What follows belongs to an exercise in optimizing a design on an open flow for small area, a short achievable clock period and few clock cycles per item; a production flow would make more cautious choices.
Function was checked by simulation only, so behaviour that the tests miss may differ from the original.
Power figures rest on the tool's default switching activity, not on a simulated workload.

==> flow/design.v <==
`default_nettype none
package rv_alu_pkg;
  localparam logic [6:0] OPC_OP     = 7'b0110011;       
  localparam logic [6:0] OPC_OP_IMM = 7'b0010011;       
endpackage
`default_nettype wire
`timescale 1ns/1ns
`default_nettype none
module rv_alu_top (
  input  logic              clk_i,
  input  logic              rst_n,
  input  logic              instr_valid,
  input  logic [31:0]       instr,
  output logic              instr_ready,
  output logic              wb_valid,
  output logic [36:0]       wb,            
  input  logic              wb_ready
);
  logic        d_v;
  logic [31:7] d_ins;
  logic        d_imm;
  logic        e_v;
  logic [4:0]  e_rd;
  logic [31:0] e_a;
  logic [31:0] e_b;          
  logic        e_sub;        
  logic        e_sgn;        
  logic        e_sel_sll;    
  logic        e_sel_sr;     
  logic        e_arith;      
  logic        e_sel_add;
  logic        e_sel_lt;
  logic        e_sel_xor;
  logic        e_sel_or;
  logic        e_sel_and;
  logic [4:0]  e_shl;        
  logic [4:0]  e_shr_n;      
  logic        s_v;          
  logic        w_v;          
  logic [4:0]  w_rd;
  logic [31:1] w_we;         
  logic [31:0] w_val;
  logic [3:0]  d_r1h;        
  logic [7:0]  d_r1l;        
  logic [3:0]  d_r2h;        
  logic [7:0]  d_r2l;
  logic        q_v;          
  logic [31:7] q_ins;
  logic        q_imm;
  logic [31:1][31:0] rf;
  logic [31:1]       rf_v;
  logic out_free;
  logic go;                  
  logic d_free;              
  logic take;                
  logic acc;
  assign out_free    = ~wb_valid | wb_ready;
  assign go          = out_free | (~s_v & ~e_v);
  assign d_free      = ~d_v | go;
  assign instr_ready = ~q_v;
  assign acc         = instr_valid & ~q_v;
  logic in_alu;
  assign in_alu = (instr[6:0] == rv_alu_pkg::OPC_OP) || (instr[6:0] == rv_alu_pkg::OPC_OP_IMM);
  assign take   = acc & in_alu & (instr[11:7] != 5'd0);
  always_ff @(posedge clk_i or negedge rst_n) begin
    if (!rst_n) begin
      d_v <= 1'b0;
      q_v <= 1'b0;
    end else begin
      if (d_free) begin
        d_v <= q_v | take;
      end
      q_v <= q_v ? ~d_free : (take & ~d_free);
    end
  end
  logic [31:7] d_src;
  logic        src_imm;
  assign d_src   = q_v ? q_ins : instr[31:7];
  assign src_imm = q_v ? q_imm : ~instr[5];
  always_ff @(posedge clk_i) begin
    if (d_free) begin
      d_ins <= d_src;
      d_imm <= src_imm;
      for (int i = 0; i < 4; i++) begin
        d_r1h[i] <= d_src[19:18] == 2'(i);
        d_r2h[i] <= d_src[24:23] == 2'(i) && !src_imm;
      end
      for (int i = 0; i < 8; i++) begin
        d_r1l[i] <= d_src[17:15] == 3'(i);
        d_r2l[i] <= d_src[22:20] == 3'(i);
      end
    end
    if (!q_v) begin
      q_ins <= instr[31:7];
      q_imm <= ~instr[5];
    end
  end
  logic [2:0]  f3;
  logic [4:0]  rs1;
  logic [4:0]  rs2;
  logic [31:0] imm;
  assign f3  = d_ins[14:12];
  assign rs1 = d_ins[19:15];
  assign rs2 = d_ins[24:20];
  assign imm = {{20{d_ins[31]}}, d_ins[31:20]};
  logic [31:1] rd_ok;
  logic [31:1] sel_a;
  logic [31:1] sel_b;
  logic        sel_aw;
  logic        sel_bw;
  logic [31:0] ra;
  logic [31:0] rb;
  always_comb begin
    for (int j = 1; j < 32; j++) begin
      rd_ok[j] = rf_v[j] & ~w_we[j];
      sel_a[j] = d_r1h[j / 8] & d_r1l[j % 8] & rd_ok[j];
      sel_b[j] = d_r2h[j / 8] & d_r2l[j % 8] & rd_ok[j];
    end
    sel_aw = w_v && w_rd == rs1;
    sel_bw = w_v && w_rd == rs2 && !d_imm;
    ra = {32{sel_aw}} & w_val;
    rb = ({32{sel_bw}} & w_val) | ({32{d_imm}} & imm);
    for (int j = 1; j < 32; j++) begin
      ra = ra | ({32{sel_a[j]}} & rf[j]);
      rb = rb | ({32{sel_b[j]}} & rf[j]);
    end
  end
  logic        sub_nx;
  assign sub_nx = (f3 == 3'b000 && !d_imm && d_ins[30]) || f3 == 3'b010 || f3 == 3'b011;
  logic [31:0] res;
  logic [31:0] a_nx;
  logic [31:0] b_nx;
  assign a_nx = (e_v && e_rd == rs1) ? res : ra;
  assign b_nx = (e_v && e_rd == rs2 && !d_imm) ? res : rb;
  always_ff @(posedge clk_i or negedge rst_n) begin
    if (!rst_n) begin
      e_v <= 1'b0;
    end else begin
      e_v <= d_v & go;
    end
  end
  always_ff @(posedge clk_i) begin
    e_rd      <= d_ins[11:7];
    e_a       <= a_nx;
    e_b       <= b_nx ^ {32{sub_nx}};            
    e_shl     <= b_nx[4:0];
    e_shr_n   <= ~b_nx[4:0];
    e_sub     <= sub_nx;
    e_sgn     <= (f3 == 3'b010);
    e_arith   <= (f3 == 3'b101) && d_ins[30];
    e_sel_add <= (f3 == 3'b000);
    e_sel_lt  <= (f3 == 3'b010) || (f3 == 3'b011);
    e_sel_sll <= (f3 == 3'b001);
    e_sel_sr  <= (f3 == 3'b101);
    e_sel_xor <= (f3 == 3'b100);
    e_sel_or  <= (f3 == 3'b110);
    e_sel_and <= (f3 == 3'b111);
  end
  logic [33:0] sum;
  logic        ext_a;
  logic        ext_b;
  assign ext_a = e_sgn & e_a[31];
  assign ext_b = ~e_sgn | e_b[31];
  assign sum   = {ext_a, e_a, 1'b1} + {ext_b, e_b, e_sub};
  logic [31:0] sh_l;
  logic [32:0] sh_r;
  assign sh_l = e_a << e_shl;
  assign sh_r = $signed({e_arith & e_a[31], e_a}) >>> ~e_shr_n;
  assign res = ({32{e_sel_add}} & sum[32:1])
             | ({32{e_sel_sll}} & sh_l)
             | ({32{e_sel_sr}}  & sh_r[31:0])
             | ({32{e_sel_xor}} & (e_a ^ e_b))
             | ({32{e_sel_or}}  & (e_a | e_b))
             | ({32{e_sel_and}} & (e_a & e_b))
             | {31'd0, e_sel_lt & sum[33]};
  always_ff @(posedge clk_i or negedge rst_n) begin
    if (!rst_n) begin
      w_v <= 1'b0;
    end else begin
      w_v <= e_v;
    end
  end
  always_ff @(posedge clk_i) begin
    if (e_v) begin                       
      w_rd  <= e_rd;
      w_val <= res;
    end
    for (int j = 1; j < 32; j++) begin
      w_we[j] <= e_v && e_rd == 5'(j);
    end
  end
  always_ff @(posedge clk_i or negedge rst_n) begin
    if (!rst_n) begin
      rf_v <= '0;
    end else begin
      rf_v <= rf_v | w_we;
    end
  end
  for (genvar j = 1; j < 32; j++) begin : g_rf
    always_ff @(posedge clk_i) begin
      if (w_we[j]) begin
        rf[j] <= w_val;
      end
    end
  end
  always_ff @(posedge clk_i or negedge rst_n) begin
    if (!rst_n) begin
      wb_valid <= 1'b0;
      s_v      <= 1'b0;
    end else begin
      wb_valid <= s_v | e_v | ~out_free;
      s_v      <= ~out_free & (s_v | e_v);
    end
  end
  always_ff @(posedge clk_i) begin
    if (out_free) begin
      wb <= s_v ? {w_rd, w_val} : {e_rd, res};
    end
  end
endmodule
`default_nettype wire
==> flow/flow/run.sh <==
#!/bin/bash
# The standard layout, with
#  - met1 derated more in global routing (flow/fastroute.tcl).
set -uo pipefail
bash standard.sh SETUP_SLACK_MARGIN=5.3 FASTROUTE_TCL="$PWD/flow/fastroute.tcl" finish > run_standard.log 2>&1
==> flow/flow/fastroute.tcl <==
# Global routing layers as the platform sets them, but with met1 derated
# harder: sky130hd's flip-flops block most of met1 across the cell, so guides
# on met1 are what the detailed router fights with.
set_global_routing_layer_adjustment met1 0.6
set_global_routing_layer_adjustment met2-met5 0.2
set_routing_layers -clock met3-met5
set_routing_layers -signal met1-met5
==> flow/standard.sh <==
#!/bin/bash
# synth_recipe.tcl (not shown) runs the flow's synth.tcl, then flattens the netlist and writes it again
# the make line also repeats each setting of config.mk as NAME=value (left out here)
make -C /OpenROAD-flow-scripts/flow DESIGN_CONFIG=/design/flow/config.mk WORK_HOME=/design/flow/orfs CLKGATE_MAP_FILE= SYNTH_SCRIPT=/design/flow/synth_recipe.tcl "${@:-finish}"
==> flow/config.mk <==
export PLATFORM = sky130hd
export DESIGN_NAME = rv_alu_top
export DESIGN_NICKNAME = rv_alu_top
export VERILOG_FILES = /design/flow/design.v
export SDC_FILE = /design/flow/constraint.sdc
export NUM_CORES = 4
export LEC_CHECK = 0
export CAP_MARGIN = 20
export CELL_PAD_IN_SITES_DETAIL_PLACEMENT = 1
export CELL_PAD_IN_SITES_GLOBAL_PLACEMENT = 1
export CORE_MARGIN = 2
export CORE_UTILIZATION = 48
export CTS_CLUSTER_DIAMETER = 100
export CTS_CLUSTER_SIZE = 25
export PLACE_DENSITY = 0.65
export SLEW_MARGIN = 20
==> flow/constraint.sdc <==
create_clock -name core_clock -period 8.5 [get_ports {clk_i}]
set_input_delay 1.7000 -clock core_clock [delete_from_list [all_inputs] [get_ports {clk_i}]]
set_output_delay 1.7000 -clock core_clock [all_outputs]
set_load 0.01 [all_outputs]
==> summary.md, run 1 <==
| Metric | Value |
|---|---|
| CTS Buffer Depth | `3` |
| Worst path slowest cell | `dfxtp_4` |
| Worst Clk Skew | `81.4 ps` |
| Synth area leader | `edfxtp_1` |
| Post-synth cell types | `86` |
| I/O pins | `75` |
| Register bit count reported by yosys | `1299` |
| Unrepaired setup endpoints after global routing | `yes` |
| Post-synth EDFFs | `1116` |
| Drc violations | `0` |
| Syn. warnings | `1` |
| Buf/Inv on CP | `3` |
| Initial Util | `48.5%` |
| Worst Setup Start Kind | `register` |
| Sequential share of power | `61.7%` |
| Clk latency of the worst-skew pair | `730 ps` |
| Initial antenna violation count | `18` |
| Hold_sp | `d_ins[7]$_DFFE_PN_` |
| IO Port Bufs | `74` |
| Final setup vio count | `0` |
| Final Util | `55.6%` |
| Die height | `355 um` |
| Final wirelength | `313 mm` |
| CTS tree | `done` |
| Pins Over Slew Limit | `0` |
| Syn Inst Count | `4363` |
| Fin Setup TNS | `0 ps` |
| Reg clk slew, reported paths | `110 ps` |
| Fraction of registers with async set or reset after synthesis | `2.85%` |
| Critical Path, Cell by Cell | `buf_16, and4b_2, buf_4, buf_12, a22oi_1, nand4_1, a2111oi_1, nand3_2, mux2_2` |
| Leading cell type in the layout, fill and taps excluded | `edfxtp_1` |
| Top post-synthesis cells by area | `edfxtp_1, dfxtp_1, a221oi_1` |
| Die Footprint | `0.126 sq mm` |
| Total track usage | `58.6%` |
| Fmax | `296 MHz` |
| Fraction of layout cells with a size suffix above 1 | `20.3%` |
| Drt first pass iters | `10` |
| Rel. slew slack | `22.1%` |
| CP max stage delay | `460 ps` |
| Hpwl dp | `181 mm` |
| Worst-margin pin slew | `1170 ps` |
| Hold Buf Count CTS | `0` |
| Flop-to-flop setup slack | `5120 ps` |
| Worst Path Required | `9100 ps` |
| Top cell family by delay on the critical path | `buffers and inverters` |
| Number of global-route vias before repair | `51800` |
| Worst setup EP type | `register` |
| Congestion Overflow GR | `0` |
| Clk Tree Root Cell | `clkbuf_16` |
| Min Tclk post-route | `3380 ps` |
| Synth Flop Type | `edfxtp_1` |
| Internal | `8670 uW` |
| Gpl congestion | `1.07` |
| # rows | `128` |
| WP data arrival | `3990 ps` |
| Largest net degree at the start of global routing | `63` |
| Outcome | `timing/DRC/antenna clean` |
| Drt first-iter violations | `4937` |
| PD cells | `166 mW/mm^2` |
| Vias per std cell | `7.90` |
| FF-to-FF Start | `w_we[9]$_DFF_P_` |
| Static leakage | `0.0219 uW` |
| CTS buffer count | `66` |
| Area grow syn2layout | `14.6%` |
| Fin crit share | `39.8%` |
| WL/cell | `51.3 um` |
| Net Sw Power | `2620 uW` |
| Worst Hold Depth | `0` |
| RR Endpoint | `e_a[21]$_DFF_P_` |
| Comb power frac | `5.6%` |
| Seq/Total Area, Yosys | `63.1%` |
| Die X | `355 um` |
| Vias | `48300` |
| Post-layout net count | `4540` |
| ANT nets after route | `0` |
| CTS sink count | `1299` |
| Clk network pwr share | `32.7%` |
| Total core area | `0.122 sq mm` |
| Yosys top cell area share | `56.6%` |
| Post-Syn Nets | `4464` |
| Critical Path Fanout Max | `20` |
| Peak VDD IR | `193 uV` |
| CP Class | `register to register` |
| Worst Hold Path EP | `e_rd[0]$_DFF_P_` |
| Most frequent cells in the layout | `edfxtp_1, a22oi_1, a221oi_1` |
| H-tree depth | `3` |
| First-pass GRT wire length | `416 mm` |
| Post-Syn Area | `0.0592 sq mm` |
| Syn avg cell area | `13.6 sq um` |
| Net Sw Frac | `23.2%` |
| Max-cap violations | `0` |
| Final hold vios | `0` |
| Final total power | `11300 uW` |
| Worst reg-to-reg path cell count | `9` |
| Worst hold path type | `register to register` |
[routing by layer]
metal  part of all wire [%]  GRT usage [%]
met2                     40           67.6
met3                     23           53.4
met1                     28           79.7
met4                    9.0           33.5
met5                   0.84           14.9
[cell usage after synthesis, types with 87 or more instances]
cell      count
a21oi_1     136
a221oi_1    307
a22o_1      302
a22oi_1     319
clkbuf_1    334
dfxtp_1     146
edfxtp_1   1116
inv_1        98
nand2_1     190
nand4_1     171
nor2_1      137
o21ai_0      87
[metrics by stage]
stage	instance area, sq um	hold WS (ps)	std cells	setup slack, ps
after detailed placement	62000	329	5852	4260
after CTS	65900	350	6003	5230
final	67800	353	6112	5120
after global routing	67800	351	6106	5140
after global placement	62000	326	5852	4270
after floorplan	59200	323	4363	5420
[worst register-to-register path, cell delays in order (launching register included)]
cell       delay, ps
dfxtp_4          460
buf_16           280
and4b_2          270
buf_4            280
buf_12           310
a22oi_1          230
nand4_1          150
a2111oi_1        460
nand3_2          410
mux2_2           420
[repair_timing]
action	CTS	global route
pin swaps	22	41
cloned	14	11
buffers inserted	36	81
endpoints found under the hold margin	0	0
endpoints found under the setup margin	225	107
resized for setup	403	213
[cells by family (layout without fill, tap and decap cells)]
family | count (synthesis) | after routing | share of synthesized area, %
AO/OA/AOI/OAI | 1446 | 1446 | 19.0
flip-flops | 1299 | 1299 | 63.1
AND/OR/NAND/NOR | 780 | 781 | 7.14
buffers and inverters | 495 | 603 | 3.26
multiplexers | 208 | 208 | 5.06
XOR/XNOR | 70 | 70 | 1.04
adder cells (fa/ha/maj) | 65 | 65 | 1.39
other | 0 | 15 | 0
[state kept, by name (all words and copies together) (netlist names), 4 cells and up]
signal / cells
e_shr_n: 5
e_a: 32
d_r2l: 8
d_r1h: 4
e_shl: 5
w_rd: 5
rf: 992
d_ins: 25
e_b: 32
wb: 37
w_val: 32
d_r1l: 8
w_we: 31
rf_v: 31
e_rd: 5
d_r2h: 4
q_ins: 25
[area by class of cell]
class,count,area (sq um)
timing repair buffer,399,4600
tap,1625,2030
clock inverter,10,130
antenna,15,37.5
inverter,103,398
multi-input combinational,2570,21200
clock buffer,91,1830
sequential,1299,37600
fill,11700,54200
[worst max path at each step]
stage / start / to / slack, ps / cells past startpoint
floorplan: e_a[11]$_DFF_P_ / wb[26]$_DFFE_PN_ / 5420 / 11
global placement: w_we[30]$_DFF_P_ / e_a[15]$_DFF_P_ / 4270 / 9
detailed placement: w_we[30]$_DFF_P_ / e_b[4]$_DFF_P_ / 4260 / 10
CTS: w_we[28]$_DFF_P_ / e_a[15]$_DFF_P_ / 5230 / 9
global route: w_we[5]$_DFF_P_ / e_b[25]$_DFF_P_ / 5140 / 9
finish: w_we[9]$_DFF_P_ / e_a[21]$_DFF_P_ / 5120 / 9
[power groups by stage]
stage               sequential, uW  combinational, uW  clock (uW)
floorplan                     7080                301           0
global placement              7120                531           0
detailed placement            7120                535           0
CTS                           6970                563        3680
global route                  6970                666        3860
finish                        6960                631        3700
Testbench counts, summed over its fixed seeds: cycles 16,024, items 16,000.
==> run 2: changes to the inputs <==
--- a/flow/config.mk
+++ b/flow/config.mk
@@ -9,8 +9,8 @@
 export CELL_PAD_IN_SITES_DETAIL_PLACEMENT = 1
 export CELL_PAD_IN_SITES_GLOBAL_PLACEMENT = 1
 export CORE_MARGIN = 2
-export CORE_UTILIZATION = 48
+export CORE_UTILIZATION = 40
 export CTS_CLUSTER_DIAMETER = 100
 export CTS_CLUSTER_SIZE = 25
-export PLACE_DENSITY = 0.65
+export PLACE_DENSITY = 0.5
 export SLEW_MARGIN = 20
==> summary.md, run 2 <==
| Metric | Value |
|---|---|
| Max-cap violations | `0 (unchanged)` |
| CTS Buffer Depth | `3 (unchanged)` |
| Drt first pass iters | `6 (was 10)` |
| Most frequent cells in the layout | `edfxtp_1, a22oi_1, a22o_1 (was edfxtp_1, a22oi_1, a221oi_1)` |
| Hpwl dp | `192 mm (was 181 mm)` |
| Die Footprint | `0.151 sq mm (was 0.126 sq mm)` |
| PD cells | `167 mW/mm^2 (was 166 mW/mm^2)` |
| Fmax | `306 MHz (was 296 MHz)` |
| Largest net degree at the start of global routing | `63 (unchanged)` |
| Die height | `389 um (was 355 um)` |
| Crit. path cell count | `8 (was 9)` |
| Top routing layer used | `met5 (unchanged)` |
| Critical Path Fanout Max | `24 (was 20)` |
| Fin crit share | `38.5% (was 39.8%)` |
| CTS tree | `done (unchanged)` |
| WL/cell | `52.7 um (was 51.3 um)` |
| Detail Route met3 WL | `76.3 mm (was 70.5 mm)` |
| I/O pins | `75 (unchanged)` |
| CTS buffer count | `66 (unchanged)` |
| Worst reg-to-reg path cell count | `8 (was 9)` |
| Leading cell type in the layout, fill and taps excluded | `edfxtp_1 (unchanged)` |
| Post-Syn Nets | `4464 (unchanged)` |
| Worst Path Required | `8930 ps (was 9100 ps)` |
| # rows | `141 (was 128)` |
| Fillers | `14400 (was 11700)` |
| M1 WL | `98.3 mm (was 87.0 mm)` |
| Worst path slowest cell | `mux4_2 (was dfxtp_4)` |
| Post-Syn Area | `0.0592 sq mm (unchanged)` |
| Worst-margin pin slew | `1240 ps (was 1170 ps)` |
| Total core area | `0.147 sq mm (was 0.122 sq mm)` |
| Initial antenna violation count | `21 (was 18)` |
| Syn. warnings | `1 (unchanged)` |
| DR WL met2 | `135 mm (was 125 mm)` |
| Fraction of layout cells with a size suffix above 1 | `21.0% (was 20.3%)` |
| H-tree depth | `3 (unchanged)` |
| Unrepaired setup endpoints after global routing | `yes (unchanged)` |
| Top cell family by delay on the critical path | `multiplexers (was buffers and inverters)` |
| Die X | `389 um (was 355 um)` |
| Fin Setup TNS | `0 ps (unchanged)` |
| Post-layout net count | `4544 (was 4540)` |
| Min Tclk post-route | `3270 ps (was 3380 ps)` |
| IO Port Bufs | `74 (unchanged)` |
| Yosys top cell area share | `56.6% (unchanged)` |
| Vias per std cell | `7.41 (was 7.90)` |
| Congestion Overflow GR | `0 (unchanged)` |
| Initial Util | `40.2% (was 48.5%)` |
| Gpl congestion | `1.01 (was 1.07)` |
| RR Endpoint | `wb[27]$_DFFE_PN_ (was e_a[21]$_DFF_P_)` |
| Pins Over Slew Limit | `0 (unchanged)` |
| Crit path from | `e_shl[0]$_DFF_P_ (was w_we[9]$_DFF_P_)` |
| Drt first-iter violations | `4569 (was 4937)` |
| Register bit count reported by yosys | `1299 (unchanged)` |
| CTS sink count | `1299 (unchanged)` |
| Buf/Inv on CP | `1 (was 3)` |
| Area grow syn2layout | `15.0% (was 14.6%)` |
| Top reg by flops | `rf (unchanged)` |
| Top cells by count, synth | `edfxtp_1, clkbuf_1, a22oi_1, a221oi_1, a22o_1 (unchanged)` |
| Syn avg cell area | `13.6 sq um (unchanged)` |
| ANT nets after route | `0 (unchanged)` |
| Largest register FFs | `992 (unchanged)` |
| Final setup vio count | `0 (unchanged)` |
| Worst Setup Start Kind | `register (unchanged)` |
| Total track usage | `53.2% (was 58.6%)` |
| Fraction of registers with async set or reset after synthesis | `2.85% (unchanged)` |
| Post-synth EDFFs | `1116 (unchanged)` |
| Syn Inst Count | `4363 (unchanged)` |
| Clk latency of the worst-skew pair | `740 ps (was 730 ps)` |
| CP max stage delay | `710 ps (was 460 ps)` |
| Post-synth cell types | `86 (unchanged)` |
| FF-to-FF Start | `e_shl[0]$_DFF_P_ (was w_we[9]$_DFF_P_)` |
| Seq/Total Area, Yosys | `63.1% (unchanged)` |
| Peak VDD IR | `201 uV (was 193 uV)` |
| Worst Clk Skew | `43.8 ps (was 81.4 ps)` |
| Synth area leader | `edfxtp_1 (unchanged)` |
| Synth Flop Type | `edfxtp_1 (unchanged)` |
| Rel. slew slack | `17.5% (was 22.1%)` |
| Worst setup EP type | `register (unchanged)` |
| Clk Tree Root Cell | `clkbuf_16 (unchanged)` |
| Final wirelength | `339 mm (was 313 mm)` |
| Final hold vios | `0 (unchanged)` |
| Most frequent cell after synthesis | `edfxtp_1 (unchanged)` |
| Reg clk slew, reported paths | `100 ps (was 110 ps)` |
| Critical Path, Cell by Cell | `buf_12, mux4_2, nand2_1, a21oi_1, a31oi_2, o22ai_2, or3_1, mux2_2 (was buf_16, and4b_2, buf_4, buf_12, a22oi_1, nand4_1, a2111oi_1, nand3_2, mux2_2)` |
| First-pass GRT wire length | `443 mm (was 416 mm)` |
| Drc violations | `0 (unchanged)` |
| Largest registers | `rf x992, wb x37 (unchanged)` |
| Outcome | `timing/DRC/antenna clean (unchanged)` |
| Vias | `47600 (was 48300)` |
| Hold WS | `350 ps (was 353 ps)` |
| Number of global-route vias before repair | `50900 (was 51800)` |
| Static leakage | `0.0219 uW (about the same)` |
| WP data arrival | `3700 ps (was 3990 ps)` |
| Crit path capture | `wb[27]$_DFFE_PN_ (was e_a[21]$_DFF_P_)` |
| Top post-synthesis cells by area | `edfxtp_1, dfxtp_1, a221oi_1 (unchanged)` |
| Worst hold path type | `register to register (unchanged)` |
| CP Class | `register to register (unchanged)` |
| Flop-to-flop setup slack | `5230 ps (was 5120 ps)` |
run 2: cell families (layout without fill, tap and decap cells):
family	Yosys count	in the layout	share of synthesized area [%]
buf+inv	495	611	3.26
compound gates	1446	1446	19.0
mux	208	208	5.06
fa+ha+maj	65	65	1.39
simple gates	780	781	7.14
flops	1299	1299	63.1
xor+xnor	70	70	1.04
other cells	0	17	0
run 2: area by class of cell:
class                   instances  area [sq um]  area share, %
inverters                     103           394          0.579
diodes                         17          42.5         0.0625
clock buffers                  87          1770           2.61
flip-flops and latches       1299         37600           55.3
well taps                    1930          2410           3.55
repair buffers                403          4240           6.24
clock inverters                18           253          0.371
multi-input cells            2570         21300           31.3
run 2: repair_timing:
item                                    CTS  global route
gates cloned                              6             7
gates resized for setup                 368           159
hold buffers                              0             0
buffers inserted                        120            42
pin swaps                                20            34
endpoints found under the setup margin  221           107
run 2: worst register-to-register path, cell delays in order (launching register included):
cell     delay [ps]
dfxtp_4         460
buf_12          230
mux4_2          720
nand2_1         130
a21oi_1          70
a31oi_2         260
o22ai_2         260
or3_1           520
mux2_2          350
run 2: routing by layer:
layer | vias up | GRT usage [%]
li1 | 18100 | -
met1 | 23000 | 75.7
met2 | 5133 | 60.6
met3 | 1267 | 48.5
met4 | 79 | 27.9
met5 | - | 11.3
run 2: how the worst min path moves through the flow:
stage                             start               to  cells past startpoint
CTS                 d_ins[11]$_DFFE_PN_  e_rd[4]$_DFF_P_                      0
global route         d_ins[7]$_DFFE_PN_  e_rd[0]$_DFF_P_                      0
detailed placement  d_ins[11]$_DFFE_PN_  e_rd[4]$_DFF_P_                      0
floorplan            d_ins[7]$_DFFE_PN_  e_rd[0]$_DFF_P_                      0
global placement     d_ins[9]$_DFFE_PN_  e_rd[2]$_DFF_P_                      0
finish               d_ins[9]$_DFFE_PN_  e_rd[2]$_DFF_P_                      0
run 2: report_power, final:
part,internal (uW),switching [uW]
Clock,1560,2220
Sequential,6880,76.9
Combinational,234,400
Total,8680,2700
run 2: stage by stage:
step	cells	setup WS [ps]	cell area, sq um	utilization [%]	total power, uW
after CTS	6360	5260	66700	45.3	11400
after floorplan	4363	5420	59200	-	7380
final	6427	5230	68000	46.2	11400
after detailed placement	6129	4160	62200	42.2	7660
after global placement	6129	3950	62200	42.2	7660
after global routing	6416	5180	68000	46.2	11600

[afterwards: timing with drivers on the ports]
No port has a modelled driver above. Below, the same layouts with a new extraction and two added sets of constraints. Step 1: set_driving_cell puts a clkbuf_16 on clk_i and a buf_2 on each other input, an assumption about the parent block. Step 2 adds t to the input delays and takes it off the output delays; t is the mean of the earliest and latest rising clock arrival at the registers after step 1. Input paths then give back, and output paths get back, about the clock's delay inside the block. Slacks: ideal ports / drivers / drivers and shift; pairs: ideal ports / drivers.
run | shift t [ns] | setup slack, ns | worst slew at a driven data input, ns
run 1 | 0.768 | 5.116 / 5.116 / 4.848 | 0.12
run 2 | 0.798 | 5.229 / 5.166 / 4.759 | 0.09
After both steps every run listed still meets setup and hold. For run 2, which loses most, drivers alone change the setup slack by -0.063 ns; drivers and shift together by -0.470 ns.
